Background: an optimization exercise with open tools, aiming at small area, a short achievable clock period and few clock cycles per item. Do not read the settings as production practice.
Function was checked by simulation only, so behaviour that the tests miss may differ from the original.

==> flow/design.v (outline; a module is shown in full before it is edited, if it fits) <==
// module cordic_iter: 7527 lines
module cordic_iter (
  input  logic        i_clk,
  input  logic        i_rst,
  input  logic        i_valid,
  output logic        o_ready,
  input  logic        i_mode,
  input  logic [23:0] i_x,
  input  logic [23:0] i_y,
  input  logic [23:0] i_theta,
  output logic        o_valid,
  input  logic        i_ready,
  output logic [23:0] o_a,
  output logic [23:0] o_b,
  output logic [23:0] o_z
);
  // ...
==> flow/flow/run.sh <==
#!/bin/bash
# Standard layout, with repair_timing asked to leave more setup slack than the
# 10 ns clock needs, so the achieved period comes out shorter.
set -euo pipefail
export SETUP_SLACK_MARGIN=${MARGIN:-6.25}
bash standard.sh > standard_flow.log 2>&1
==> flow/standard.sh <==
#!/bin/bash
# synth_recipe.tcl (not shown) runs the flow's synth.tcl, then flattens the netlist and writes it again
# the make line also repeats each setting of config.mk as NAME=value (left out here)
make -C /OpenROAD-flow-scripts/flow DESIGN_CONFIG=/design/flow/config.mk WORK_HOME=/design/flow/orfs CLKGATE_MAP_FILE= SYNTH_SCRIPT=/design/flow/synth_recipe.tcl "${@:-finish}"
==> flow/config.mk <==
export PLATFORM = sky130hd
export DESIGN_NAME = cordic_iter
export DESIGN_NICKNAME = cordic_iter
export VERILOG_FILES = /design/flow/design.v
export SDC_FILE = /design/flow/constraint.sdc
export NUM_CORES = 4
export LEC_CHECK = 0
export CAP_MARGIN = 20
export CORE_MARGIN = 2
export CORE_UTILIZATION = 50
export CTS_BUF_LIST = sky130_fd_sc_hd__clkbuf_4 sky130_fd_sc_hd__clkbuf_8
export PLACE_DENSITY = 0.65
export SLEW_MARGIN = 20
==> flow/constraint.sdc <==
create_clock -name core_clock -period 10.0 [get_ports {i_clk}]
set_input_delay 2.0000 -clock core_clock [delete_from_list [all_inputs] [get_ports {i_clk}]]
set_output_delay 2.0000 -clock core_clock [all_outputs]
set_load 0.01 [all_outputs]
==> results.ini, run 1 <==
[status]
status=timing/DRC/antenna clean

[setup_path]
critPathRequiredTime_ns=10.70
arrival_ns=4.74
worst-path-buf-inv=2
endpoint=ca_m
worstSetupPathType=reg -> reg
cp-end-kind=flop
critPathLaunch=x_15[10]

[timing]
drv_slew=0
skew_ns=0.0473
hold_violations=0
tns_ns=0
relSlewSlack_pct=24.0

[logic_synthesis]
yosys-top-cells-area=edfxtp_1 40%, ha_1 12%, fa_1 10%, xnor2_1 6.6%, xor2_1 4.2%
synth_common_cells=1133 x edfxtp_1, 884 x inv_1, 795 x ha_1
synthCells=7626
synth_edf_count=1133
syn_nets=8925

[global_routing]
grt_pass1_wl_mm=316
antenna_found_initial=2
met3_usage_pct=3.62
use_met2_pct=39.7

[place]
placed_cells=9867
io_buffers=150
gp_congestion=0.911
post-place-ws_ns=4.23

[finish]
num-nonclk-inverters=890
top_regs=out_q x61, skid_q x61
multi_input_area_mm2=0.0471
fin_util_pct=58.2

[floorplanning]
die-area_mm2=0.173
ioPinCount=151
std_cell_rows=151
die_y_um=416
fp.dieW_um=416

[drt]
viasPerCell=5.44
drt_pass1_iterations=6
wl_per_cell_um=19.0
met3_length_mm=9.27
drc=0
dr.first_iter.drc_count=3543

[cts]
cts-buffers-inserted=208

[job]
cap_viol_max_count=0

[worst_hold_path]
hp-start=z_10[8]

Testbench counts, summed over its fixed seeds: cycles 1,424, items 1,280.
==> run 2: changes to the inputs <==
--- a/flow/design.v
+++ b/flow/design.v
@@ -773,4 +773,5 @@
       z_1  <= q_z;
       dr_1 <= m0 ? ~q_y[24] : q_zr[16];
+      drn_1 <= ~(m0 ? ~q_y[24] : q_zr[16]);    
     end
   end
@@ -964,10 +965,10 @@
   logic [25:0] ay1_a, ay1_b, ay1_s;
   assign ay1_a = ye_1;
-  assign ay1_b = xs_1 ^ {26{dr_1}};
+  assign ay1_b = xs_1 ^ {26{~drn_1}};
   logic [25:0] ay1_p, ay1_g;
   assign ay1_p = ay1_a ^ ay1_b;
   assign ay1_g = ay1_a & ay1_b;
   logic ay1_g0c;
-  assign ay1_g0c = ay1_g[0] | (ay1_p[0] & dr_1);
+  assign ay1_g0c = ay1_g[0] | (ay1_p[0] & ~drn_1);
   logic ay1_G0_1, ay1_P0_1;
   assign ay1_G0_1 = ay1_g[1] | (ay1_p[1] & ay1_g0c);
@@ -1142,9 +1143,9 @@
   assign ay1_P4_25 = ay1_P3_25 & ay1_P3_15;
   logic [25:0] ay1_c;
-  assign ay1_c = {ay1_G4_24, ay1_G4_23, ay1_G4_22, ay1_G4_21, ay1_G4_20, ay1_G4_19, ay1_G4_18, ay1_G4_17, ay1_G4_16, ay1_G3_15, ay1_G3_14, ay1_G3_13, ay1_G3_12, ay1_G3_11, ay1_G3_10, ay1_G3_9, ay1_G3_8, ay1_G2_7, ay1_G2_6, ay1_G2_5, ay1_G2_4, ay1_G1_3, ay1_G1_2, ay1_G0_1, ay1_g0c, dr_1};
+  assign ay1_c = {ay1_G4_24, ay1_G4_23, ay1_G4_22, ay1_G4_21, ay1_G4_20, ay1_G4_19, ay1_G4_18, ay1_G4_17, ay1_G4_16, ay1_G3_15, ay1_G3_14, ay1_G3_13, ay1_G3_12, ay1_G3_11, ay1_G3_10, ay1_G3_9, ay1_G3_8, ay1_G2_7, ay1_G2_6, ay1_G2_5, ay1_G2_4, ay1_G1_3, ay1_G1_2, ay1_G0_1, ay1_g0c, ~drn_1};
   assign ay1_s = ay1_p ^ ay1_c;
   logic [16:0] az1_a, az1_b, az1_s;
   assign az1_a = z_1[16:0];
-  assign az1_b = dr_1 ? 17'sd30386 : -17'sd30386;
+  assign az1_b = ~drn_1 ? 17'sd30386 : -17'sd30386;
   logic [16:0] az1_p, az1_g;
   assign az1_p = az1_a ^ az1_b;
@@ -1259,5 +1260,5 @@
   assign xn_1 = ax1_s[24:0];
   assign yn_1 = ay1_s[24:0];
-  assign zn_1 = {az1_s[15], az1_s[14], az1_s[13], az1_s[12], az1_s[11], az1_s[10], az1_s[9], az1_s[8], az1_s[7], az1_s[6], az1_s[5], az1_s[4], az1_s[3], (m_1 ? dr_1 : az1_s[2]), (m_1 ? z_1[1] : az1_s[1]), (m_1 ? z_1[0] : az1_s[0])};
+  assign zn_1 = {az1_s[15], az1_s[14], az1_s[13], az1_s[12], az1_s[11], az1_s[10], az1_s[9], az1_s[8], az1_s[7], az1_s[6], az1_s[5], az1_s[4], az1_s[3], (m_1 ? ~drn_1 : az1_s[2]), (m_1 ? z_1[1] : az1_s[1]), (m_1 ? z_1[0] : az1_s[0])};
   logic        v_2, m_2, dr_2, drn_2;
   logic signed [24:0] x_2;
@@ -1273,4 +1274,5 @@
       z_2  <= zn_1;
       dr_2 <= m_1 ? ~yn_1[24] : az1_s[15];
+      drn_2 <= ~(m_1 ? ~yn_1[24] : az1_s[15]);    
     end
   end
@@ -1464,10 +1466,10 @@
   logic [25:0] ay2_a, ay2_b, ay2_s;
   assign ay2_a = ye_2;
-  assign ay2_b = xs_2 ^ {26{dr_2}};
+  assign ay2_b = xs_2 ^ {26{~drn_2}};
   logic [25:0] ay2_p, ay2_g;
   assign ay2_p = ay2_a ^ ay2_b;
   assign ay2_g = ay2_a & ay2_b;
   logic ay2_g0c;
-  assign ay2_g0c = ay2_g[0] | (ay2_p[0] & dr_2);
+  assign ay2_g0c = ay2_g[0] | (ay2_p[0] & ~drn_2);
   logic ay2_G0_1, ay2_P0_1;
   assign ay2_G0_1 = ay2_g[1] | (ay2_p[1] & ay2_g0c);
@@ -1642,9 +1644,9 @@
   assign ay2_P4_25 = ay2_P3_25 & ay2_P3_15;
   logic [25:0] ay2_c;
-  assign ay2_c = {ay2_G4_24, ay2_G4_23, ay2_G4_22, ay2_G4_21, ay2_G4_20, ay2_G4_19, ay2_G4_18, ay2_G4_17, ay2_G4_16, ay2_G3_15, ay2_G3_14, ay2_G3_13, ay2_G3_12, ay2_G3_11, ay2_G3_10, ay2_G3_9, ay2_G3_8, ay2_G2_7, ay2_G2_6, ay2_G2_5, ay2_G2_4, ay2_G1_3, ay2_G1_2, ay2_G0_1, ay2_g0c, dr_2};
+  assign ay2_c = {ay2_G4_24, ay2_G4_23, ay2_G4_22, ay2_G4_21, ay2_G4_20, ay2_G4_19, ay2_G4_18, ay2_G4_17, ay2_G4_16, ay2_G3_15, ay2_G3_14, ay2_G3_13, ay2_G3_12, ay2_G3_11, ay2_G3_10, ay2_G3_9, ay2_G3_8, ay2_G2_7, ay2_G2_6, ay2_G2_5, ay2_G2_4, ay2_G1_3, ay2_G1_2, ay2_G0_1, ay2_g0c, ~drn_2};
   assign ay2_s = ay2_p ^ ay2_c;
   logic [15:0] az2_a, az2_b, az2_s;
   assign az2_a = z_2[15:0];
-  assign az2_b = dr_2 ? 16'sd16055 : -16'sd16055;
+  assign az2_b = ~drn_2 ? 16'sd16055 : -16'sd16055;
   logic [15:0] az2_p, az2_g;
   assign az2_p = az2_a ^ az2_b;
@@ -1756,5 +1758,5 @@
   assign xn_2 = ax2_s[24:0];
   assign yn_2 = ay2_s[23:0];
-  assign zn_2 = {az2_s[14], az2_s[13], az2_s[12], az2_s[11], az2_s[10], az2_s[9], az2_s[8], az2_s[7], az2_s[6], az2_s[5], az2_s[4], (m_2 ? dr_2 : az2_s[3]), (m_2 ? z_2[2] : az2_s[2]), (m_2 ? z_2[1] : az2_s[1]), (m_2 ? z_2[0] : az2_s[0])};
+  assign zn_2 = {az2_s[14], az2_s[13], az2_s[12], az2_s[11], az2_s[10], az2_s[9], az2_s[8], az2_s[7], az2_s[6], az2_s[5], az2_s[4], (m_2 ? ~drn_2 : az2_s[3]), (m_2 ? z_2[2] : az2_s[2]), (m_2 ? z_2[1] : az2_s[1]), (m_2 ? z_2[0] : az2_s[0])};
   logic        v_3, m_3, dr_3, drn_3;
   logic signed [24:0] x_3;
@@ -1770,4 +1772,5 @@
       z_3  <= zn_2;
       dr_3 <= m_2 ? ~yn_2[23] : az2_s[14];
+      drn_3 <= ~(m_2 ? ~yn_2[23] : az2_s[14]);    
     end
   end
@@ -1961,10 +1964,10 @@
   logic [25:0] ay3_a, ay3_b, ay3_s;
   assign ay3_a = ye_3;
-  assign ay3_b = xs_3 ^ {26{dr_3}};
+  assign ay3_b = xs_3 ^ {26{~drn_3}};
   logic [25:0] ay3_p, ay3_g;
   assign ay3_p = ay3_a ^ ay3_b;
   assign ay3_g = ay3_a & ay3_b;
   logic ay3_g0c;
-  assign ay3_g0c = ay3_g[0] | (ay3_p[0] & dr_3);
+  assign ay3_g0c = ay3_g[0] | (ay3_p[0] & ~drn_3);
   logic ay3_G0_1, ay3_P0_1;
   assign ay3_G0_1 = ay3_g[1] | (ay3_p[1] & ay3_g0c);
@@ -2139,9 +2142,9 @@
   assign ay3_P4_25 = ay3_P3_25 & ay3_P3_15;
   logic [25:0] ay3_c;
-  assign ay3_c = {ay3_G4_24, ay3_G4_23, ay3_G4_22, ay3_G4_21, ay3_G4_20, ay3_G4_19, ay3_G4_18, ay3_G4_17, ay3_G4_16, ay3_G3_15, ay3_G3_14, ay3_G3_13, ay3_G3_12, ay3_G3_11, ay3_G3_10, ay3_G3_9, ay3_G3_8, ay3_G2_7, ay3_G2_6, ay3_G2_5, ay3_G2_4, ay3_G1_3, ay3_G1_2, ay3_G0_1, ay3_g0c, dr_3};
+  assign ay3_c = {ay3_G4_24, ay3_G4_23, ay3_G4_22, ay3_G4_21, ay3_G4_20, ay3_G4_19, ay3_G4_18, ay3_G4_17, ay3_G4_16, ay3_G3_15, ay3_G3_14, ay3_G3_13, ay3_G3_12, ay3_G3_11, ay3_G3_10, ay3_G3_9, ay3_G3_8, ay3_G2_7, ay3_G2_6, ay3_G2_5, ay3_G2_4, ay3_G1_3, ay3_G1_2, ay3_G0_1, ay3_g0c, ~drn_3};
   assign ay3_s = ay3_p ^ ay3_c;
   logic [14:0] az3_a, az3_b, az3_s;
   assign az3_a = z_3[14:0];
-  assign az3_b = dr_3 ? 15'sd8150 : -15'sd8150;
+  assign az3_b = ~drn_3 ? 15'sd8150 : -15'sd8150;
   logic [14:0] az3_p, az3_g;
   assign az3_p = az3_a ^ az3_b;
@@ -2241,5 +2244,5 @@
   assign xn_3 = ax3_s[24:0];
   assign yn_3 = ay3_s[22:0];
-  assign zn_3 = {az3_s[13], az3_s[12], az3_s[11], az3_s[10], az3_s[9], az3_s[8], az3_s[7], az3_s[6], az3_s[5], (m_3 ? dr_3 : az3_s[4]), (m_3 ? z_3[3] : az3_s[3]), (m_3 ? z_3[2] : az3_s[2]), (m_3 ? z_3[1] : az3_s[1]), (m_3 ? z_3[0] : az3_s[0])};
+  assign zn_3 = {az3_s[13], az3_s[12], az3_s[11], az3_s[10], az3_s[9], az3_s[8], az3_s[7], az3_s[6], az3_s[5], (m_3 ? ~drn_3 : az3_s[4]), (m_3 ? z_3[3] : az3_s[3]), (m_3 ? z_3[2] : az3_s[2]), (m_3 ? z_3[1] : az3_s[1]), (m_3 ? z_3[0] : az3_s[0])};
   logic        v_4, m_4, dr_4, drn_4;
   logic signed [24:0] x_4;
@@ -2255,4 +2258,5 @@
       z_4  <= zn_3;
       dr_4 <= m_3 ? ~yn_3[22] : az3_s[13];
+      drn_4 <= ~(m_3 ? ~yn_3[22] : az3_s[13]);    
     end
   end
@@ -2446,10 +2450,10 @@
   logic [25:0] ay4_a, ay4_b, ay4_s;
   assign ay4_a = ye_4;
-  assign ay4_b = xs_4 ^ {26{dr_4}};
+  assign ay4_b = xs_4 ^ {26{~drn_4}};
   logic [25:0] ay4_p, ay4_g;
   assign ay4_p = ay4_a ^ ay4_b;
   assign ay4_g = ay4_a & ay4_b;
   logic ay4_g0c;
-  assign ay4_g0c = ay4_g[0] | (ay4_p[0] & dr_4);
+  assign ay4_g0c = ay4_g[0] | (ay4_p[0] & ~drn_4);
   logic ay4_G0_1, ay4_P0_1;
   assign ay4_G0_1 = ay4_g[1] | (ay4_p[1] & ay4_g0c);
@@ -2624,9 +2628,9 @@
   assign ay4_P4_25 = ay4_P3_25 & ay4_P3_15;
   logic [25:0] ay4_c;
-  assign ay4_c = {ay4_G4_24, ay4_G4_23, ay4_G4_22, ay4_G4_21, ay4_G4_20, ay4_G4_19, ay4_G4_18, ay4_G4_17, ay4_G4_16, ay4_G3_15, ay4_G3_14, ay4_G3_13, ay4_G3_12, ay4_G3_11, ay4_G3_10, ay4_G3_9, ay4_G3_8, ay4_G2_7, ay4_G2_6, ay4_G2_5, ay4_G2_4, ay4_G1_3, ay4_G1_2, ay4_G0_1, ay4_g0c, dr_4};
+  assign ay4_c = {ay4_G4_24, ay4_G4_23, ay4_G4_22, ay4_G4_21, ay4_G4_20, ay4_G4_19, ay4_G4_18, ay4_G4_17, ay4_G4_16, ay4_G3_15, ay4_G3_14, ay4_G3_13, ay4_G3_12, ay4_G3_11, ay4_G3_10, ay4_G3_9, ay4_G3_8, ay4_G2_7, ay4_G2_6, ay4_G2_5, ay4_G2_4, ay4_G1_3, ay4_G1_2, ay4_G0_1, ay4_g0c, ~drn_4};
   assign ay4_s = ay4_p ^ ay4_c;
   logic [13:0] az4_a, az4_b, az4_s;
   assign az4_a = z_4[13:0];
-  assign az4_b = dr_4 ? 14'sd4091 : -14'sd4091;
+  assign az4_b = ~drn_4 ? 14'sd4091 : -14'sd4091;
   logic [13:0] az4_p, az4_g;
   assign az4_p = az4_a ^ az4_b;
@@ -2717,5 +2721,5 @@
   assign xn_4 = ax4_s[24:0];
   assign yn_4 = ay4_s[21:0];
-  assign zn_4 = {az4_s[12], az4_s[11], az4_s[10], az4_s[9], az4_s[8], az4_s[7], az4_s[6], (m_4 ? dr_4 : az4_s[5]), (m_4 ? z_4[4] : az4_s[4]), (m_4 ? z_4[3] : az4_s[3]), (m_4 ? z_4[2] : az4_s[2]), (m_4 ? z_4[1] : az4_s[1]), (m_4 ? z_4[0] : az4_s[0])};
+  assign zn_4 = {az4_s[12], az4_s[11], az4_s[10], az4_s[9], az4_s[8], az4_s[7], az4_s[6], (m_4 ? ~drn_4 : az4_s[5]), (m_4 ? z_4[4] : az4_s[4]), (m_4 ? z_4[3] : az4_s[3]), (m_4 ? z_4[2] : az4_s[2]), (m_4 ? z_4[1] : az4_s[1]), (m_4 ? z_4[0] : az4_s[0])};
   logic        v_5, m_5, dr_5, drn_5;
   logic signed [24:0] x_5;
@@ -2731,4 +2735,5 @@
       z_5  <= zn_4;
       dr_5 <= m_4 ? ~yn_4[21] : az4_s[12];
+      drn_5 <= ~(m_4 ? ~yn_4[21] : az4_s[12]);    
     end
   end
@@ -2922,10 +2927,10 @@
   logic [25:0] ay5_a, ay5_b, ay5_s;
   assign ay5_a = ye_5;
-  assign ay5_b = xs_5 ^ {26{dr_5}};
+  assign ay5_b = xs_5 ^ {26{~drn_5}};
   logic [25:0] ay5_p, ay5_g;
   assign ay5_p = ay5_a ^ ay5_b;
   assign ay5_g = ay5_a & ay5_b;
   logic ay5_g0c;
-  assign ay5_g0c = ay5_g[0] | (ay5_p[0] & dr_5);
+  assign ay5_g0c = ay5_g[0] | (ay5_p[0] & ~drn_5);
   logic ay5_G0_1, ay5_P0_1;
   assign ay5_G0_1 = ay5_g[1] | (ay5_p[1] & ay5_g0c);
@@ -3100,9 +3105,9 @@
   assign ay5_P4_25 = ay5_P3_25 & ay5_P3_15;
   logic [25:0] ay5_c;
-  assign ay5_c = {ay5_G4_24, ay5_G4_23, ay5_G4_22, ay5_G4_21, ay5_G4_20, ay5_G4_19, ay5_G4_18, ay5_G4_17, ay5_G4_16, ay5_G3_15, ay5_G3_14, ay5_G3_13, ay5_G3_12, ay5_G3_11, ay5_G3_10, ay5_G3_9, ay5_G3_8, ay5_G2_7, ay5_G2_6, ay5_G2_5, ay5_G2_4, ay5_G1_3, ay5_G1_2, ay5_G0_1, ay5_g0c, dr_5};
+  assign ay5_c = {ay5_G4_24, ay5_G4_23, ay5_G4_22, ay5_G4_21, ay5_G4_20, ay5_G4_19, ay5_G4_18, ay5_G4_17, ay5_G4_16, ay5_G3_15, ay5_G3_14, ay5_G3_13, ay5_G3_12, ay5_G3_11, ay5_G3_10, ay5_G3_9, ay5_G3_8, ay5_G2_7, ay5_G2_6, ay5_G2_5, ay5_G2_4, ay5_G1_3, ay5_G1_2, ay5_G0_1, ay5_g0c, ~drn_5};
   assign ay5_s = ay5_p ^ ay5_c;
   logic [12:0] az5_a, az5_b, az5_s;
   assign az5_a = z_5[12:0];
-  assign az5_b = dr_5 ? 13'sd2047 : -13'sd2047;
+  assign az5_b = ~drn_5 ? 13'sd2047 : -13'sd2047;
   logic [12:0] az5_p, az5_g;
   assign az5_p = az5_a ^ az5_b;
@@ -3184,5 +3189,5 @@
   assign xn_5 = ax5_s[24:0];
   assign yn_5 = ay5_s[20:0];
-  assign zn_5 = {az5_s[11], az5_s[10], az5_s[9], az5_s[8], az5_s[7], (m_5 ? dr_5 : az5_s[6]), (m_5 ? z_5[5] : az5_s[5]), (m_5 ? z_5[4] : az5_s[4]), (m_5 ? z_5[3] : az5_s[3]), (m_5 ? z_5[2] : az5_s[2]), (m_5 ? z_5[1] : az5_s[1]), (m_5 ? z_5[0] : az5_s[0])};
+  assign zn_5 = {az5_s[11], az5_s[10], az5_s[9], az5_s[8], az5_s[7], (m_5 ? ~drn_5 : az5_s[6]), (m_5 ? z_5[5] : az5_s[5]), (m_5 ? z_5[4] : az5_s[4]), (m_5 ? z_5[3] : az5_s[3]), (m_5 ? z_5[2] : az5_s[2]), (m_5 ? z_5[1] : az5_s[1]), (m_5 ? z_5[0] : az5_s[0])};
   logic        v_6, m_6, dr_6, drn_6;
   logic signed [24:0] x_6;
@@ -3198,4 +3203,5 @@
       z_6  <= zn_5;
       dr_6 <= m_5 ? ~yn_5[20] : az5_s[11];
+      drn_6 <= ~(m_5 ? ~yn_5[20] : az5_s[11]);    
     end
   end
@@ -3389,10 +3395,10 @@
   logic [25:0] ay6_a, ay6_b, ay6_s;
   assign ay6_a = ye_6;
-  assign ay6_b = xs_6 ^ {26{dr_6}};
+  assign ay6_b = xs_6 ^ {26{~drn_6}};
   logic [25:0] ay6_p, ay6_g;
   assign ay6_p = ay6_a ^ ay6_b;
   assign ay6_g = ay6_a & ay6_b;
   logic ay6_g0c;
-  assign ay6_g0c = ay6_g[0] | (ay6_p[0] & dr_6);
+  assign ay6_g0c = ay6_g[0] | (ay6_p[0] & ~drn_6);
   logic ay6_G0_1, ay6_P0_1;
   assign ay6_G0_1 = ay6_g[1] | (ay6_p[1] & ay6_g0c);
@@ -3567,9 +3573,9 @@
   assign ay6_P4_25 = ay6_P3_25 & ay6_P3_15;
   logic [25:0] ay6_c;
-  assign ay6_c = {ay6_G4_24, ay6_G4_23, ay6_G4_22, ay6_G4_21, ay6_G4_20, ay6_G4_19, ay6_G4_18, ay6_G4_17, ay6_G4_16, ay6_G3_15, ay6_G3_14, ay6_G3_13, ay6_G3_12, ay6_G3_11, ay6_G3_10, ay6_G3_9, ay6_G3_8, ay6_G2_7, ay6_G2_6, ay6_G2_5, ay6_G2_4, ay6_G1_3, ay6_G1_2, ay6_G0_1, ay6_g0c, dr_6};
+  assign ay6_c = {ay6_G4_24, ay6_G4_23, ay6_G4_22, ay6_G4_21, ay6_G4_20, ay6_G4_19, ay6_G4_18, ay6_G4_17, ay6_G4_16, ay6_G3_15, ay6_G3_14, ay6_G3_13, ay6_G3_12, ay6_G3_11, ay6_G3_10, ay6_G3_9, ay6_G3_8, ay6_G2_7, ay6_G2_6, ay6_G2_5, ay6_G2_4, ay6_G1_3, ay6_G1_2, ay6_G0_1, ay6_g0c, ~drn_6};
   assign ay6_s = ay6_p ^ ay6_c;
   logic [11:0] az6_a, az6_b, az6_s;
   assign az6_a = z_6[11:0];
-  assign az6_b = dr_6 ? 12'sd1024 : -12'sd1024;
+  assign az6_b = ~drn_6 ? 12'sd1024 : -12'sd1024;
   logic [11:0] az6_p, az6_g;
   assign az6_p = az6_a ^ az6_b;
@@ -3645,5 +3651,5 @@
   assign xn_6 = ax6_s[24:0];
   assign yn_6 = ay6_s[19:0];
-  assign zn_6 = {az6_s[10], az6_s[9], az6_s[8], (m_6 ? dr_6 : az6_s[7]), (m_6 ? z_6[6] : az6_s[6]), (m_6 ? z_6[5] : az6_s[5]), (m_6 ? z_6[4] : az6_s[4]), (m_6 ? z_6[3] : az6_s[3]), (m_6 ? z_6[2] : az6_s[2]), (m_6 ? z_6[1] : az6_s[1]), (m_6 ? z_6[0] : az6_s[0])};
+  assign zn_6 = {az6_s[10], az6_s[9], az6_s[8], (m_6 ? ~drn_6 : az6_s[7]), (m_6 ? z_6[6] : az6_s[6]), (m_6 ? z_6[5] : az6_s[5]), (m_6 ? z_6[4] : az6_s[4]), (m_6 ? z_6[3] : az6_s[3]), (m_6 ? z_6[2] : az6_s[2]), (m_6 ? z_6[1] : az6_s[1]), (m_6 ? z_6[0] : az6_s[0])};
   logic        v_7, m_7, dr_7, drn_7;
   logic signed [24:0] x_7;
@@ -3659,4 +3665,5 @@
       z_7  <= zn_6;
       dr_7 <= m_6 ? ~yn_6[19] : az6_s[10];
+      drn_7 <= ~(m_6 ? ~yn_6[19] : az6_s[10]);    
     end
   end
@@ -3850,10 +3857,10 @@
   logic [25:0] ay7_a, ay7_b, ay7_s;
   assign ay7_a = ye_7;
-  assign ay7_b = xs_7 ^ {26{dr_7}};
+  assign ay7_b = xs_7 ^ {26{~drn_7}};
   logic [25:0] ay7_p, ay7_g;
   assign ay7_p = ay7_a ^ ay7_b;
   assign ay7_g = ay7_a & ay7_b;
   logic ay7_g0c;
-  assign ay7_g0c = ay7_g[0] | (ay7_p[0] & dr_7);
+  assign ay7_g0c = ay7_g[0] | (ay7_p[0] & ~drn_7);
   logic ay7_G0_1, ay7_P0_1;
   assign ay7_G0_1 = ay7_g[1] | (ay7_p[1] & ay7_g0c);
@@ -4028,9 +4035,9 @@
   assign ay7_P4_25 = ay7_P3_25 & ay7_P3_15;
   logic [25:0] ay7_c;
-  assign ay7_c = {ay7_G4_24, ay7_G4_23, ay7_G4_22, ay7_G4_21, ay7_G4_20, ay7_G4_19, ay7_G4_18, ay7_G4_17, ay7_G4_16, ay7_G3_15, ay7_G3_14, ay7_G3_13, ay7_G3_12, ay7_G3_11, ay7_G3_10, ay7_G3_9, ay7_G3_8, ay7_G2_7, ay7_G2_6, ay7_G2_5, ay7_G2_4, ay7_G1_3, ay7_G1_2, ay7_G0_1, ay7_g0c, dr_7};
+  assign ay7_c = {ay7_G4_24, ay7_G4_23, ay7_G4_22, ay7_G4_21, ay7_G4_20, ay7_G4_19, ay7_G4_18, ay7_G4_17, ay7_G4_16, ay7_G3_15, ay7_G3_14, ay7_G3_13, ay7_G3_12, ay7_G3_11, ay7_G3_10, ay7_G3_9, ay7_G3_8, ay7_G2_7, ay7_G2_6, ay7_G2_5, ay7_G2_4, ay7_G1_3, ay7_G1_2, ay7_G0_1, ay7_g0c, ~drn_7};
   assign ay7_s = ay7_p ^ ay7_c;
   logic [10:0] az7_a, az7_b, az7_s;
   assign az7_a = z_7[10:0];
-  assign az7_b = dr_7 ? 11'sd512 : -11'sd512;
+  assign az7_b = ~drn_7 ? 11'sd512 : -11'sd512;
   logic [10:0] az7_p, az7_g;
   assign az7_p = az7_a ^ az7_b;
@@ -4097,5 +4104,5 @@
   assign xn_7 = ax7_s[24:0];
   assign yn_7 = ay7_s[18:0];
-  assign zn_7 = {az7_s[9], (m_7 ? dr_7 : az7_s[8]), (m_7 ? z_7[7] : az7_s[7]), (m_7 ? z_7[6] : az7_s[6]), (m_7 ? z_7[5] : az7_s[5]), (m_7 ? z_7[4] : az7_s[4]), (m_7 ? z_7[3] : az7_s[3]), (m_7 ? z_7[2] : az7_s[2]), (m_7 ? z_7[1] : az7_s[1]), (m_7 ? z_7[0] : az7_s[0])};
+  assign zn_7 = {az7_s[9], (m_7 ? ~drn_7 : az7_s[8]), (m_7 ? z_7[7] : az7_s[7]), (m_7 ? z_7[6] : az7_s[6]), (m_7 ? z_7[5] : az7_s[5]), (m_7 ? z_7[4] : az7_s[4]), (m_7 ? z_7[3] : az7_s[3]), (m_7 ? z_7[2] : az7_s[2]), (m_7 ? z_7[1] : az7_s[1]), (m_7 ? z_7[0] : az7_s[0])};
   logic        v_8, m_8, dr_8, drn_8;
   logic signed [24:0] x_8;
@@ -4111,4 +4118,5 @@
       z_8  <= zn_7;
       dr_8 <= m_7 ? ~yn_7[18] : az7_s[9];
+      drn_8 <= ~(m_7 ? ~yn_7[18] : az7_s[9]);    
     end
   end
@@ -4302,10 +4310,10 @@
   logic [25:0] ay8_a, ay8_b, ay8_s;
   assign ay8_a = ye_8;
-  assign ay8_b = xs_8 ^ {26{dr_8}};
+  assign ay8_b = xs_8 ^ {26{~drn_8}};
   logic [25:0] ay8_p, ay8_g;
   assign ay8_p = ay8_a ^ ay8_b;
   assign ay8_g = ay8_a & ay8_b;
   logic ay8_g0c;
-  assign ay8_g0c = ay8_g[0] | (ay8_p[0] & dr_8);
+  assign ay8_g0c = ay8_g[0] | (ay8_p[0] & ~drn_8);
   logic ay8_G0_1, ay8_P0_1;
   assign ay8_G0_1 = ay8_g[1] | (ay8_p[1] & ay8_g0c);
@@ -4480,9 +4488,9 @@
   assign ay8_P4_25 = ay8_P3_25 & ay8_P3_15;
   logic [25:0] ay8_c;
-  assign ay8_c = {ay8_G4_24, ay8_G4_23, ay8_G4_22, ay8_G4_21, ay8_G4_20, ay8_G4_19, ay8_G4_18, ay8_G4_17, ay8_G4_16, ay8_G3_15, ay8_G3_14, ay8_G3_13, ay8_G3_12, ay8_G3_11, ay8_G3_10, ay8_G3_9, ay8_G3_8, ay8_G2_7, ay8_G2_6, ay8_G2_5, ay8_G2_4, ay8_G1_3, ay8_G1_2, ay8_G0_1, ay8_g0c, dr_8};
+  assign ay8_c = {ay8_G4_24, ay8_G4_23, ay8_G4_22, ay8_G4_21, ay8_G4_20, ay8_G4_19, ay8_G4_18, ay8_G4_17, ay8_G4_16, ay8_G3_15, ay8_G3_14, ay8_G3_13, ay8_G3_12, ay8_G3_11, ay8_G3_10, ay8_G3_9, ay8_G3_8, ay8_G2_7, ay8_G2_6, ay8_G2_5, ay8_G2_4, ay8_G1_3, ay8_G1_2, ay8_G0_1, ay8_g0c, ~drn_8};
   assign ay8_s = ay8_p ^ ay8_c;
   logic [9:0] az8_a, az8_b, az8_s;
   assign az8_a = z_8[9:0];
-  assign az8_b = dr_8 ? 10'sd256 : -10'sd256;
+  assign az8_b = ~drn_8 ? 10'sd256 : -10'sd256;
   logic [9:0] az8_p, az8_g;
   assign az8_p = az8_a ^ az8_b;
@@ -4543,5 +4551,5 @@
   assign xn_8 = ax8_s[24:0];
   assign yn_8 = ay8_s[17:0];
-  assign zn_8 = {dr_8, (m_8 ? z_8[8] : az8_s[8]), (m_8 ? z_8[7] : az8_s[7]), (m_8 ? z_8[6] : az8_s[6]), (m_8 ? z_8[5] : az8_s[5]), (m_8 ? z_8[4] : az8_s[4]), (m_8 ? z_8[3] : az8_s[3]), (m_8 ? z_8[2] : az8_s[2]), (m_8 ? z_8[1] : az8_s[1]), (m_8 ? z_8[0] : az8_s[0])};
+  assign zn_8 = {~drn_8, (m_8 ? z_8[8] : az8_s[8]), (m_8 ? z_8[7] : az8_s[7]), (m_8 ? z_8[6] : az8_s[6]), (m_8 ? z_8[5] : az8_s[5]), (m_8 ? z_8[4] : az8_s[4]), (m_8 ? z_8[3] : az8_s[3]), (m_8 ? z_8[2] : az8_s[2]), (m_8 ? z_8[1] : az8_s[1]), (m_8 ? z_8[0] : az8_s[0])};
   logic        v_9, m_9, dr_9, drn_9;
   logic signed [24:0] x_9;
@@ -4557,4 +4565,5 @@
       z_9  <= zn_8;
       dr_9 <= m_8 ? ~yn_8[17] : az8_s[8];
+      drn_9 <= ~(m_8 ? ~yn_8[17] : az8_s[8]);    
     end
   end
@@ -4748,10 +4757,10 @@
   logic [25:0] ay9_a, ay9_b, ay9_s;
   assign ay9_a = ye_9;
-  assign ay9_b = xs_9 ^ {26{dr_9}};
+  assign ay9_b = xs_9 ^ {26{~drn_9}};
   logic [25:0] ay9_p, ay9_g;
   assign ay9_p = ay9_a ^ ay9_b;
   assign ay9_g = ay9_a & ay9_b;
   logic ay9_g0c;
-  assign ay9_g0c = ay9_g[0] | (ay9_p[0] & dr_9);
+  assign ay9_g0c = ay9_g[0] | (ay9_p[0] & ~drn_9);
   logic ay9_G0_1, ay9_P0_1;
   assign ay9_G0_1 = ay9_g[1] | (ay9_p[1] & ay9_g0c);
@@ -4926,9 +4935,9 @@
   assign ay9_P4_25 = ay9_P3_25 & ay9_P3_15;
   logic [25:0] ay9_c;
-  assign ay9_c = {ay9_G4_24, ay9_G4_23, ay9_G4_22, ay9_G4_21, ay9_G4_20, ay9_G4_19, ay9_G4_18, ay9_G4_17, ay9_G4_16, ay9_G3_15, ay9_G3_14, ay9_G3_13, ay9_G3_12, ay9_G3_11, ay9_G3_10, ay9_G3_9, ay9_G3_8, ay9_G2_7, ay9_G2_6, ay9_G2_5, ay9_G2_4, ay9_G1_3, ay9_G1_2, ay9_G0_1, ay9_g0c, dr_9};
+  assign ay9_c = {ay9_G4_24, ay9_G4_23, ay9_G4_22, ay9_G4_21, ay9_G4_20, ay9_G4_19, ay9_G4_18, ay9_G4_17, ay9_G4_16, ay9_G3_15, ay9_G3_14, ay9_G3_13, ay9_G3_12, ay9_G3_11, ay9_G3_10, ay9_G3_9, ay9_G3_8, ay9_G2_7, ay9_G2_6, ay9_G2_5, ay9_G2_4, ay9_G1_3, ay9_G1_2, ay9_G0_1, ay9_g0c, ~drn_9};
   assign ay9_s = ay9_p ^ ay9_c;
   logic [8:0] az9_a, az9_b, az9_s;
   assign az9_a = z_9[8:0];
-  assign az9_b = dr_9 ? 9'sd128 : -9'sd128;
+  assign az9_b = ~drn_9 ? 9'sd128 : -9'sd128;
   logic [8:0] az9_p, az9_g;
   assign az9_p = az9_a ^ az9_b;
@@ -4983,5 +4992,5 @@
   assign xn_9 = ax9_s[24:0];
   assign yn_9 = ay9_s[17:0];
-  assign zn_9 = {dr_9, z_9[9], z_9[8], (m_9 ? z_9[7] : az9_s[7]), (m_9 ? z_9[6] : az9_s[6]), (m_9 ? z_9[5] : az9_s[5]), (m_9 ? z_9[4] : az9_s[4]), (m_9 ? z_9[3] : az9_s[3]), (m_9 ? z_9[2] : az9_s[2]), (m_9 ? z_9[1] : az9_s[1]), (m_9 ? z_9[0] : az9_s[0])};
+  assign zn_9 = {~drn_9, z_9[9], z_9[8], (m_9 ? z_9[7] : az9_s[7]), (m_9 ? z_9[6] : az9_s[6]), (m_9 ? z_9[5] : az9_s[5]), (m_9 ? z_9[4] : az9_s[4]), (m_9 ? z_9[3] : az9_s[3]), (m_9 ? z_9[2] : az9_s[2]), (m_9 ? z_9[1] : az9_s[1]), (m_9 ? z_9[0] : az9_s[0])};
   logic        v_10, m_10, dr_10, drn_10;
   logic signed [24:0] x_10;
@@ -4997,4 +5006,5 @@
       z_10  <= zn_9;
       dr_10 <= m_9 ? ~yn_9[17] : az9_s[7];
+      drn_10 <= ~(m_9 ? ~yn_9[17] : az9_s[7]);    
     end
   end
@@ -5188,10 +5198,10 @@
   logic [25:0] ay10_a, ay10_b, ay10_s;
   assign ay10_a = ye_10;
-  assign ay10_b = xs_10 ^ {26{dr_10}};
+  assign ay10_b = xs_10 ^ {26{~drn_10}};
   logic [25:0] ay10_p, ay10_g;
   assign ay10_p = ay10_a ^ ay10_b;
   assign ay10_g = ay10_a & ay10_b;
   logic ay10_g0c;
-  assign ay10_g0c = ay10_g[0] | (ay10_p[0] & dr_10);
+  assign ay10_g0c = ay10_g[0] | (ay10_p[0] & ~drn_10);
   logic ay10_G0_1, ay10_P0_1;
   assign ay10_G0_1 = ay10_g[1] | (ay10_p[1] & ay10_g0c);
@@ -5366,9 +5376,9 @@
   assign ay10_P4_25 = ay10_P3_25 & ay10_P3_15;
   logic [25:0] ay10_c;
-  assign ay10_c = {ay10_G4_24, ay10_G4_23, ay10_G4_22, ay10_G4_21, ay10_G4_20, ay10_G4_19, ay10_G4_18, ay10_G4_17, ay10_G4_16, ay10_G3_15, ay10_G3_14, ay10_G3_13, ay10_G3_12, ay10_G3_11, ay10_G3_10, ay10_G3_9, ay10_G3_8, ay10_G2_7, ay10_G2_6, ay10_G2_5, ay10_G2_4, ay10_G1_3, ay10_G1_2, ay10_G0_1, ay10_g0c, dr_10};
+  assign ay10_c = {ay10_G4_24, ay10_G4_23, ay10_G4_22, ay10_G4_21, ay10_G4_20, ay10_G4_19, ay10_G4_18, ay10_G4_17, ay10_G4_16, ay10_G3_15, ay10_G3_14, ay10_G3_13, ay10_G3_12, ay10_G3_11, ay10_G3_10, ay10_G3_9, ay10_G3_8, ay10_G2_7, ay10_G2_6, ay10_G2_5, ay10_G2_4, ay10_G1_3, ay10_G1_2, ay10_G0_1, ay10_g0c, ~drn_10};
   assign ay10_s = ay10_p ^ ay10_c;
   logic [7:0] az10_a, az10_b, az10_s;
   assign az10_a = z_10[7:0];
-  assign az10_b = dr_10 ? 8'sd64 : -8'sd64;
+  assign az10_b = ~drn_10 ? 8'sd64 : -8'sd64;
   logic [7:0] az10_p, az10_g;
   assign az10_p = az10_a ^ az10_b;
@@ -5420,5 +5430,5 @@
   assign xn_10 = ax10_s[24:0];
   assign yn_10 = ay10_s[17:0];
-  assign zn_10 = {dr_10, z_10[10], z_10[9], z_10[8], z_10[7], (m_10 ? z_10[6] : az10_s[6]), (m_10 ? z_10[5] : az10_s[5]), (m_10 ? z_10[4] : az10_s[4]), (m_10 ? z_10[3] : az10_s[3]), (m_10 ? z_10[2] : az10_s[2]), (m_10 ? z_10[1] : az10_s[1]), (m_10 ? z_10[0] : az10_s[0])};
+  assign zn_10 = {~drn_10, z_10[10], z_10[9], z_10[8], z_10[7], (m_10 ? z_10[6] : az10_s[6]), (m_10 ? z_10[5] : az10_s[5]), (m_10 ? z_10[4] : az10_s[4]), (m_10 ? z_10[3] : az10_s[3]), (m_10 ? z_10[2] : az10_s[2]), (m_10 ? z_10[1] : az10_s[1]), (m_10 ? z_10[0] : az10_s[0])};
   logic        v_11, m_11, dr_11, drn_11;
   logic signed [24:0] x_11;
@@ -5434,4 +5444,5 @@
       z_11  <= zn_10;
       dr_11 <= m_10 ? ~yn_10[17] : az10_s[6];
+      drn_11 <= ~(m_10 ? ~yn_10[17] : az10_s[6]);    
     end
   end
@@ -5625,10 +5636,10 @@
   logic [25:0] ay11_a, ay11_b, ay11_s;
   assign ay11_a = ye_11;
-  assign ay11_b = xs_11 ^ {26{dr_11}};
+  assign ay11_b = xs_11 ^ {26{~drn_11}};
   logic [25:0] ay11_p, ay11_g;
   assign ay11_p = ay11_a ^ ay11_b;
   assign ay11_g = ay11_a & ay11_b;
   logic ay11_g0c;
-  assign ay11_g0c = ay11_g[0] | (ay11_p[0] & dr_11);
+  assign ay11_g0c = ay11_g[0] | (ay11_p[0] & ~drn_11);
   logic ay11_G0_1, ay11_P0_1;
   assign ay11_G0_1 = ay11_g[1] | (ay11_p[1] & ay11_g0c);
@@ -5803,9 +5814,9 @@
   assign ay11_P4_25 = ay11_P3_25 & ay11_P3_15;
   logic [25:0] ay11_c;
-  assign ay11_c = {ay11_G4_24, ay11_G4_23, ay11_G4_22, ay11_G4_21, ay11_G4_20, ay11_G4_19, ay11_G4_18, ay11_G4_17, ay11_G4_16, ay11_G3_15, ay11_G3_14, ay11_G3_13, ay11_G3_12, ay11_G3_11, ay11_G3_10, ay11_G3_9, ay11_G3_8, ay11_G2_7, ay11_G2_6, ay11_G2_5, ay11_G2_4, ay11_G1_3, ay11_G1_2, ay11_G0_1, ay11_g0c, dr_11};
+  assign ay11_c = {ay11_G4_24, ay11_G4_23, ay11_G4_22, ay11_G4_21, ay11_G4_20, ay11_G4_19, ay11_G4_18, ay11_G4_17, ay11_G4_16, ay11_G3_15, ay11_G3_14, ay11_G3_13, ay11_G3_12, ay11_G3_11, ay11_G3_10, ay11_G3_9, ay11_G3_8, ay11_G2_7, ay11_G2_6, ay11_G2_5, ay11_G2_4, ay11_G1_3, ay11_G1_2, ay11_G0_1, ay11_g0c, ~drn_11};
   assign ay11_s = ay11_p ^ ay11_c;
   logic [6:0] az11_a, az11_b, az11_s;
   assign az11_a = z_11[6:0];
-  assign az11_b = dr_11 ? 7'sd32 : -7'sd32;
+  assign az11_b = ~drn_11 ? 7'sd32 : -7'sd32;
   logic [6:0] az11_p, az11_g;
   assign az11_p = az11_a ^ az11_b;
@@ -5848,5 +5859,5 @@
   assign xn_11 = ax11_s[24:0];
   assign yn_11 = ay11_s[17:0];
-  assign zn_11 = {dr_11, z_11[11], z_11[10], z_11[9], z_11[8], z_11[7], z_11[6], (m_11 ? z_11[5] : az11_s[5]), (m_11 ? z_11[4] : az11_s[4]), (m_11 ? z_11[3] : az11_s[3]), (m_11 ? z_11[2] : az11_s[2]), (m_11 ? z_11[1] : az11_s[1]), (m_11 ? z_11[0] : az11_s[0])};
+  assign zn_11 = {~drn_11, z_11[11], z_11[10], z_11[9], z_11[8], z_11[7], z_11[6], (m_11 ? z_11[5] : az11_s[5]), (m_11 ? z_11[4] : az11_s[4]), (m_11 ? z_11[3] : az11_s[3]), (m_11 ? z_11[2] : az11_s[2]), (m_11 ? z_11[1] : az11_s[1]), (m_11 ? z_11[0] : az11_s[0])};
   logic        v_12, m_12, dr_12, drn_12;
   logic signed [24:0] x_12;
@@ -5862,4 +5873,5 @@
       z_12  <= zn_11;
       dr_12 <= m_11 ? ~yn_11[17] : az11_s[5];
+      drn_12 <= ~(m_11 ? ~yn_11[17] : az11_s[5]);    
     end
   end
@@ -6053,10 +6065,10 @@
   logic [25:0] ay12_a, ay12_b, ay12_s;
   assign ay12_a = ye_12;
-  assign ay12_b = xs_12 ^ {26{dr_12}};
+  assign ay12_b = xs_12 ^ {26{~drn_12}};
   logic [25:0] ay12_p, ay12_g;
   assign ay12_p = ay12_a ^ ay12_b;
   assign ay12_g = ay12_a & ay12_b;
   logic ay12_g0c;
-  assign ay12_g0c = ay12_g[0] | (ay12_p[0] & dr_12);
+  assign ay12_g0c = ay12_g[0] | (ay12_p[0] & ~drn_12);
   logic ay12_G0_1, ay12_P0_1;
   assign ay12_G0_1 = ay12_g[1] | (ay12_p[1] & ay12_g0c);
@@ -6231,9 +6243,9 @@
   assign ay12_P4_25 = ay12_P3_25 & ay12_P3_15;
   logic [25:0] ay12_c;
-  assign ay12_c = {ay12_G4_24, ay12_G4_23, ay12_G4_22, ay12_G4_21, ay12_G4_20, ay12_G4_19, ay12_G4_18, ay12_G4_17, ay12_G4_16, ay12_G3_15, ay12_G3_14, ay12_G3_13, ay12_G3_12, ay12_G3_11, ay12_G3_10, ay12_G3_9, ay12_G3_8, ay12_G2_7, ay12_G2_6, ay12_G2_5, ay12_G2_4, ay12_G1_3, ay12_G1_2, ay12_G0_1, ay12_g0c, dr_12};
+  assign ay12_c = {ay12_G4_24, ay12_G4_23, ay12_G4_22, ay12_G4_21, ay12_G4_20, ay12_G4_19, ay12_G4_18, ay12_G4_17, ay12_G4_16, ay12_G3_15, ay12_G3_14, ay12_G3_13, ay12_G3_12, ay12_G3_11, ay12_G3_10, ay12_G3_9, ay12_G3_8, ay12_G2_7, ay12_G2_6, ay12_G2_5, ay12_G2_4, ay12_G1_3, ay12_G1_2, ay12_G0_1, ay12_g0c, ~drn_12};
   assign ay12_s = ay12_p ^ ay12_c;
   logic [5:0] az12_a, az12_b, az12_s;
   assign az12_a = z_12[5:0];
-  assign az12_b = dr_12 ? 6'sd16 : -6'sd16;
+  assign az12_b = ~drn_12 ? 6'sd16 : -6'sd16;
   logic [5:0] az12_p, az12_g;
   assign az12_p = az12_a ^ az12_b;
@@ -6270,5 +6282,5 @@
   assign xn_12 = ax12_s[24:0];
   assign yn_12 = ay12_s[17:0];
-  assign zn_12 = {dr_12, z_12[12], z_12[11], z_12[10], z_12[9], z_12[8], z_12[7], z_12[6], z_12[5], (m_12 ? z_12[4] : az12_s[4]), (m_12 ? z_12[3] : az12_s[3]), (m_12 ? z_12[2] : az12_s[2]), (m_12 ? z_12[1] : az12_s[1]), (m_12 ? z_12[0] : az12_s[0])};
+  assign zn_12 = {~drn_12, z_12[12], z_12[11], z_12[10], z_12[9], z_12[8], z_12[7], z_12[6], z_12[5], (m_12 ? z_12[4] : az12_s[4]), (m_12 ? z_12[3] : az12_s[3]), (m_12 ? z_12[2] : az12_s[2]), (m_12 ? z_12[1] : az12_s[1]), (m_12 ? z_12[0] : az12_s[0])};
   logic        v_13, m_13, dr_13, drn_13;
   logic signed [24:0] x_13;
@@ -6284,4 +6296,5 @@
       z_13  <= zn_12;
       dr_13 <= m_12 ? ~yn_12[17] : az12_s[4];
+      drn_13 <= ~(m_12 ? ~yn_12[17] : az12_s[4]);    
     end
   end
@@ -6475,10 +6488,10 @@
   logic [25:0] ay13_a, ay13_b, ay13_s;
   assign ay13_a = ye_13;
-  assign ay13_b = xs_13 ^ {26{dr_13}};
+  assign ay13_b = xs_13 ^ {26{~drn_13}};
   logic [25:0] ay13_p, ay13_g;
   assign ay13_p = ay13_a ^ ay13_b;
   assign ay13_g = ay13_a & ay13_b;
   logic ay13_g0c;
-  assign ay13_g0c = ay13_g[0] | (ay13_p[0] & dr_13);
+  assign ay13_g0c = ay13_g[0] | (ay13_p[0] & ~drn_13);
   logic ay13_G0_1, ay13_P0_1;
   assign ay13_G0_1 = ay13_g[1] | (ay13_p[1] & ay13_g0c);
@@ -6653,9 +6666,9 @@
   assign ay13_P4_25 = ay13_P3_25 & ay13_P3_15;
   logic [25:0] ay13_c;
-  assign ay13_c = {ay13_G4_24, ay13_G4_23, ay13_G4_22, ay13_G4_21, ay13_G4_20, ay13_G4_19, ay13_G4_18, ay13_G4_17, ay13_G4_16, ay13_G3_15, ay13_G3_14, ay13_G3_13, ay13_G3_12, ay13_G3_11, ay13_G3_10, ay13_G3_9, ay13_G3_8, ay13_G2_7, ay13_G2_6, ay13_G2_5, ay13_G2_4, ay13_G1_3, ay13_G1_2, ay13_G0_1, ay13_g0c, dr_13};
+  assign ay13_c = {ay13_G4_24, ay13_G4_23, ay13_G4_22, ay13_G4_21, ay13_G4_20, ay13_G4_19, ay13_G4_18, ay13_G4_17, ay13_G4_16, ay13_G3_15, ay13_G3_14, ay13_G3_13, ay13_G3_12, ay13_G3_11, ay13_G3_10, ay13_G3_9, ay13_G3_8, ay13_G2_7, ay13_G2_6, ay13_G2_5, ay13_G2_4, ay13_G1_3, ay13_G1_2, ay13_G0_1, ay13_g0c, ~drn_13};
   assign ay13_s = ay13_p ^ ay13_c;
   logic [4:0] az13_a, az13_b, az13_s;
   assign az13_a = z_13[4:0];
-  assign az13_b = dr_13 ? 5'sd8 : -5'sd8;
+  assign az13_b = ~drn_13 ? 5'sd8 : -5'sd8;
   logic [4:0] az13_p, az13_g;
   assign az13_p = az13_a ^ az13_b;
@@ -6686,5 +6699,5 @@
   assign xn_13 = ax13_s[24:0];
   assign yn_13 = ay13_s[17:0];
-  assign zn_13 = {dr_13, z_13[13], z_13[12], z_13[11], z_13[10], z_13[9], z_13[8], z_13[7], z_13[6], z_13[5], z_13[4], (m_13 ? z_13[3] : az13_s[3]), (m_13 ? z_13[2] : az13_s[2]), (m_13 ? z_13[1] : az13_s[1]), (m_13 ? z_13[0] : az13_s[0])};
+  assign zn_13 = {~drn_13, z_13[13], z_13[12], z_13[11], z_13[10], z_13[9], z_13[8], z_13[7], z_13[6], z_13[5], z_13[4], (m_13 ? z_13[3] : az13_s[3]), (m_13 ? z_13[2] : az13_s[2]), (m_13 ? z_13[1] : az13_s[1]), (m_13 ? z_13[0] : az13_s[0])};
   logic        v_14, m_14, dr_14, drn_14;
   logic signed [24:0] x_14;
@@ -6700,4 +6713,5 @@
       z_14  <= zn_13;
       dr_14 <= m_13 ? ~yn_13[17] : az13_s[3];
+      drn_14 <= ~(m_13 ? ~yn_13[17] : az13_s[3]);    
     end
   end
@@ -6891,10 +6905,10 @@
   logic [25:0] ay14_a, ay14_b, ay14_s;
   assign ay14_a = ye_14;
-  assign ay14_b = xs_14 ^ {26{dr_14}};
+  assign ay14_b = xs_14 ^ {26{~drn_14}};
   logic [25:0] ay14_p, ay14_g;
   assign ay14_p = ay14_a ^ ay14_b;
   assign ay14_g = ay14_a & ay14_b;
   logic ay14_g0c;
-  assign ay14_g0c = ay14_g[0] | (ay14_p[0] & dr_14);
+  assign ay14_g0c = ay14_g[0] | (ay14_p[0] & ~drn_14);
   logic ay14_G0_1, ay14_P0_1;
   assign ay14_G0_1 = ay14_g[1] | (ay14_p[1] & ay14_g0c);
@@ -7069,9 +7083,9 @@
   assign ay14_P4_25 = ay14_P3_25 & ay14_P3_15;
   logic [25:0] ay14_c;
-  assign ay14_c = {ay14_G4_24, ay14_G4_23, ay14_G4_22, ay14_G4_21, ay14_G4_20, ay14_G4_19, ay14_G4_18, ay14_G4_17, ay14_G4_16, ay14_G3_15, ay14_G3_14, ay14_G3_13, ay14_G3_12, ay14_G3_11, ay14_G3_10, ay14_G3_9, ay14_G3_8, ay14_G2_7, ay14_G2_6, ay14_G2_5, ay14_G2_4, ay14_G1_3, ay14_G1_2, ay14_G0_1, ay14_g0c, dr_14};
+  assign ay14_c = {ay14_G4_24, ay14_G4_23, ay14_G4_22, ay14_G4_21, ay14_G4_20, ay14_G4_19, ay14_G4_18, ay14_G4_17, ay14_G4_16, ay14_G3_15, ay14_G3_14, ay14_G3_13, ay14_G3_12, ay14_G3_11, ay14_G3_10, ay14_G3_9, ay14_G3_8, ay14_G2_7, ay14_G2_6, ay14_G2_5, ay14_G2_4, ay14_G1_3, ay14_G1_2, ay14_G0_1, ay14_g0c, ~drn_14};
   assign ay14_s = ay14_p ^ ay14_c;
   logic [3:0] az14_a, az14_b, az14_s;
   assign az14_a = z_14[3:0];
-  assign az14_b = dr_14 ? 4'sd4 : -4'sd4;
+  assign az14_b = ~drn_14 ? 4'sd4 : -4'sd4;
   logic [3:0] az14_p, az14_g;
   assign az14_p = az14_a ^ az14_b;
@@ -7099,5 +7113,5 @@
   assign xn_14 = ax14_s[24:0];
   assign yn_14 = ay14_s[17:0];
-  assign zn_14 = {dr_14, z_14[14], z_14[13], z_14[12], z_14[11], z_14[10], z_14[9], z_14[8], z_14[7], z_14[6], z_14[5], z_14[4], z_14[3], (m_14 ? z_14[2] : az14_s[2]), (m_14 ? z_14[1] : az14_s[1]), (m_14 ? z_14[0] : az14_s[0])};
+  assign zn_14 = {~drn_14, z_14[14], z_14[13], z_14[12], z_14[11], z_14[10], z_14[9], z_14[8], z_14[7], z_14[6], z_14[5], z_14[4], z_14[3], (m_14 ? z_14[2] : az14_s[2]), (m_14 ? z_14[1] : az14_s[1]), (m_14 ? z_14[0] : az14_s[0])};
   logic        v_15, m_15, dr_15, drn_15;
   logic signed [24:0] x_15;
@@ -7113,4 +7127,5 @@
       z_15  <= zn_14;
       dr_15 <= m_14 ? ~yn_14[17] : az14_s[2];
+      drn_15 <= ~(m_14 ? ~yn_14[17] : az14_s[2]);    
     end
   end
==> flow/flow/run.sh (replaced) <==
#!/bin/bash
# Standard layout, with repair_timing asked to leave more setup slack than the
# 10 ns clock needs, so the achieved period comes out shorter.
set -euo pipefail
export SETUP_SLACK_MARGIN=${MARGIN:-6.5}
bash standard.sh > standard_flow.log 2>&1
--- a/flow/config.mk
+++ b/flow/config.mk
@@ -8,6 +8,6 @@
 export CAP_MARGIN = 20
 export CORE_MARGIN = 2
-export CORE_UTILIZATION = 50
+export CORE_UTILIZATION = 55
 export CTS_BUF_LIST = sky130_fd_sc_hd__clkbuf_4 sky130_fd_sc_hd__clkbuf_8
-export PLACE_DENSITY = 0.65
+export PLACE_DENSITY = 0.68
 export SLEW_MARGIN = 20
==> run 2 against run 1 <==
  * Critical path depth rose by 7
  * Critical endpoint is now drn_9
  * Sequential cell count rose by 14
  * Design area rose by 1.5%
  * Highest routed layer unchanged
  * Non-clock buffer count rose by 114
  * Largest cell class unchanged
  * Die area fell by 8.3%
  * Global-route usage rose by 2.7 points
  * Synthesized area rose by 0.79%
  * Register-to-register slack improved by 0.07 ns
==> results.ini, run 2 <==
[finish]
top_regs=out_q x61, skid_q x61
most-common-layout-cells=1147 x edfxtp_1, 848 x inv_1, 817 x xnor2_1
n_fill_cell=11900
stdcell_area_mm2=0.0998
fin_util_pct=64.7  ; +6.5 points
drive_gt1_share_pct=16.1
syn2layout_area_growth_pct=16.8
final_common_cell=edfxtp_1
layout.nets=9658

[place]
hpwl_mm=148
placed_area_mm2=0.0893
gp_congestion=0.923  ; +1.2%
io_buffers=150  ; unchanged

[logic_synthesis]
yosys-top-cells-area=edfxtp_1 40%, ha_1 12%, fa_1 10%, xnor2_1 8.7%, inv_1 4.0%
synthAdderAreaFrac_pct=21.7
synth_area_per_cell_um2=11.1
synthArstFlopShare_pct=0
syn_area_mm2=0.0855
synth_cell_type_count=99
synthFlopType=edfxtp_1
yosysTopAreaCell=edfxtp_1
yosys_warnings=1
synthXorXnorAreaFrac_pct=10.8
synth_top_family_by_area=adder cells
muxShareOfSynthArea_pct=0.722
synth_top_cell_area_share_pct=40.3
synth-simple-area-share_pct=9.37
seq_area_frac_synth_pct=42.2
synth_edf_count=1147  ; +1.2%
synthCells=7700  ; +0.97%
syn_nets=8999  ; +0.83%
synth.most_common_cell=edfxtp_1
synth_compound_area_share_pct=10.4
ys_seq_elements=1228
synth_common_cells=1147 x edfxtp_1, 905 x inv_1, 853 x xnor2_1

[timing]
skew_ns=0.0562  ; +0.00894 ns
hold_violations=0  ; unchanged
fmax_mhz=252
rsz0062_at_grt=true
drv_slew=0  ; unchanged
min_period_over_period_pct=39.6
relSlewSlack_pct=20.8  ; -3.2 points
setup_viol=0
tns_ns=0  ; unchanged
min_period_ns=3.96
tightest_slew_ns=1.18

[drt]
wirelength_mm=206
drt_pass1_iterations=6  ; unchanged
vias=58600
viasPerCell=5.54  ; +1.9%
drt.antenna.violating_nets=0
drc=0  ; unchanged
dr.first_iter.drc_count=3854  ; +8.8%
wl_per_cell_um=19.4  ; +2.0%

[floorplanning]
ioPinCount=151  ; unchanged
die_y_um=398  ; -4.2%
fp.dieW_um=398  ; -4.2%
die-area_mm2=0.159  ; -8.3%
std_cell_rows=144  ; -4.6%
start_util_pct=55.4
fp.coreArea_mm2=0.154

[cts]
path_clk_slew_ns=0.06
cts_buffer_depth=3
cts_root_buffer=clkbuf_8
clock_latency_ns=0.96
cts_tree=done
cts-buffers-inserted=208  ; unchanged
cts_hold_buf=0
htreeDepth=4
cts.sinks=1228

[global_routing]
track_usage_pct=25.7
grt_pass1_vias=59700
antenna_found_initial=1  ; -1
gr-total-overflow=0
grt_max_degree=188
grt_pass1_wl_mm=321  ; +1.4%

[setup_path]
path_cells=xnor2_2, ha_1, nor2b_1, o21a_1, o21a_1, o21ai_1, nand2b_1, a31oi_4, o21ai_2, o41a_1, a311oi_2, o21ba_2, fa_2, xnor2_2, xnor2_1, xnor2_1, mux2i_1, inv_1
worstSetupPathType=reg -> reg
crit_fanout=5
crit_path_start_kind=flop
critPathRequiredTime_ns=10.70  ; about the same
cp-end-kind=flop
arrival_ns=4.66  ; -0.08 ns
slowest_stage=edfxtp_1
crit_path_max_incr_delay_ns=0.51

[job]
cap_viol_max_count=0  ; unchanged

[worst_hold_path]
hp-class=reg -> reg

[status]
status=timing/DRC/antenna clean

run 2: cell count changes in the layout (fill, tap and decap cells not counted), sizes merged, moves of 14 or more:
cell         delta
xnor2         +219
xor2          -207
buf           +183
dlygate4sd2    -53
nor2           +47
clkbuf         -37
clkinv         +23
inv            +23
and2           -17
edfxtp         +14
run 2: path summary, 6_finish.rpt:
| check | start | endpoint | slack, ns | depth (start not counted) |
|---|---|---|---|---|
| worst min-delay path | z_12[11] | z_13[11] | 0.40 | 0 |
| worst min register to register | z_12[11] | z_13[11] | 0.40 | 0 |
| worst max register to register | drn_8 | drn_9 | 6.04 | 18 |
| worst max-delay path | drn_8 | drn_9 | 6.04 | 18 |
run 2: cell families (layout without fill, tap and decap cells):
group                    count (synthesis)  after routing
XOR/XNOR                              1054           1054
buffers and inverters                 1094           1925
AO/OA/AOI/OAI                         1360           1360
multiplexers                            59             59
other                                    0              3
adder cells (fa/ha/maj)               1223           1223
flip-flops                            1228           1228
AND/OR/NAND/NOR                       1682           1683
run 2: routing by layer:
layer,wire [um],GRT usage [%],vias up
li1,-,-,28200
met1,87700,33.1,28800
met2,103000,44.8,1313
met3,9180,3.43,359
met4,6120,8.15,0
met5,0,0,-
run 2: final cells by class:
type | instances | area [um^2] | share of cell area [%]
multi-input cells | 5379 | 47700 | 47.8
flip-flops and latches | 1228 | 36100 | 36.1
repair buffers | 631 | 5600 | 5.61
inverters | 908 | 3580 | 3.59
clock buffers | 262 | 3340 | 3.35
well taps | 2044 | 2560 | 2.56
clock inverters | 121 | 965 | 0.966
repair inverters | 3 | 17.5 | 0.0175
diodes | 3 | 7.51 | 0.00752
run 2: timing repair:
item                                    CTS  global route
endpoints found under the setup margin  470           377
cloned                                    9             3
pin swaps                               137           163
endpoints found under the hold margin     0             0
buffers inserted                        273           143
gates resized for setup                 720           302
run 2: per-stage QoR:
step / hold WS (ns) / instances / setup WS, ns
after floorplan: 0.400 / 7700 / 5.58
after global placement: 0.401 / 9763 / 4.78
after detailed placement: 0.405 / 9764 / 4.75
after CTS: 0.380 / 10400 / 6.05
after global routing: 0.396 / 10600 / 5.83
final: 0.399 / 10600 / 6.04
run 2: critical path: cells and delay by family, from the launching register on:
family                     cells  cell delay (ns)
AOI/OAI and AO/OA              8             1.62
xor gates and xnor gates       4             0.57
DFF                            1             0.51
adders and majority gates      2             0.49
and+or+nand+nor                2             0.26
muxes                          1             0.19
buffers and inverters          1             0.06
Testbench counts of run 2, summed over its fixed seeds: cycles 1,424, items 1,280.

-- re-timing with driven ports --
The flow's constraints put no driver on any port. The routed layouts listed below were extracted and timed again, unchanged, in two steps.
Step 1: set_driving_cell puts a clkbuf_16 on i_clk and a buf_2 on each other input, an assumption about the parent block.
Step 2 moves the port delays by t, midway between the first and last clock arrival at a register: inputs arrive t later, outputs are due t later. That takes back most of the time a late clock gives input paths.
a / b / c = no drivers / after step 1 / after step 2; a / b = the first two.
run | shift t [ns] | setup WS [ns] | hold slack, ns | slew at the worst register clock pin (ns) | cell pins on the clock port's net
run 1 | 1.019 | 5.967 / 5.967 / 5.248 | 0.408 / 0.408 / 0.408 | 0.08 / 0.08 | 1
run 2 | 1.011 | 6.039 / 6.039 / 5.352 | 0.399 / 0.399 / 0.399 | 0.07 / 0.07 | 1
After both steps every run listed still meets setup and hold. For run 1, which loses most, drivers alone change the setup slack by 0.000 ns; drivers and shift together by -0.719 ns.
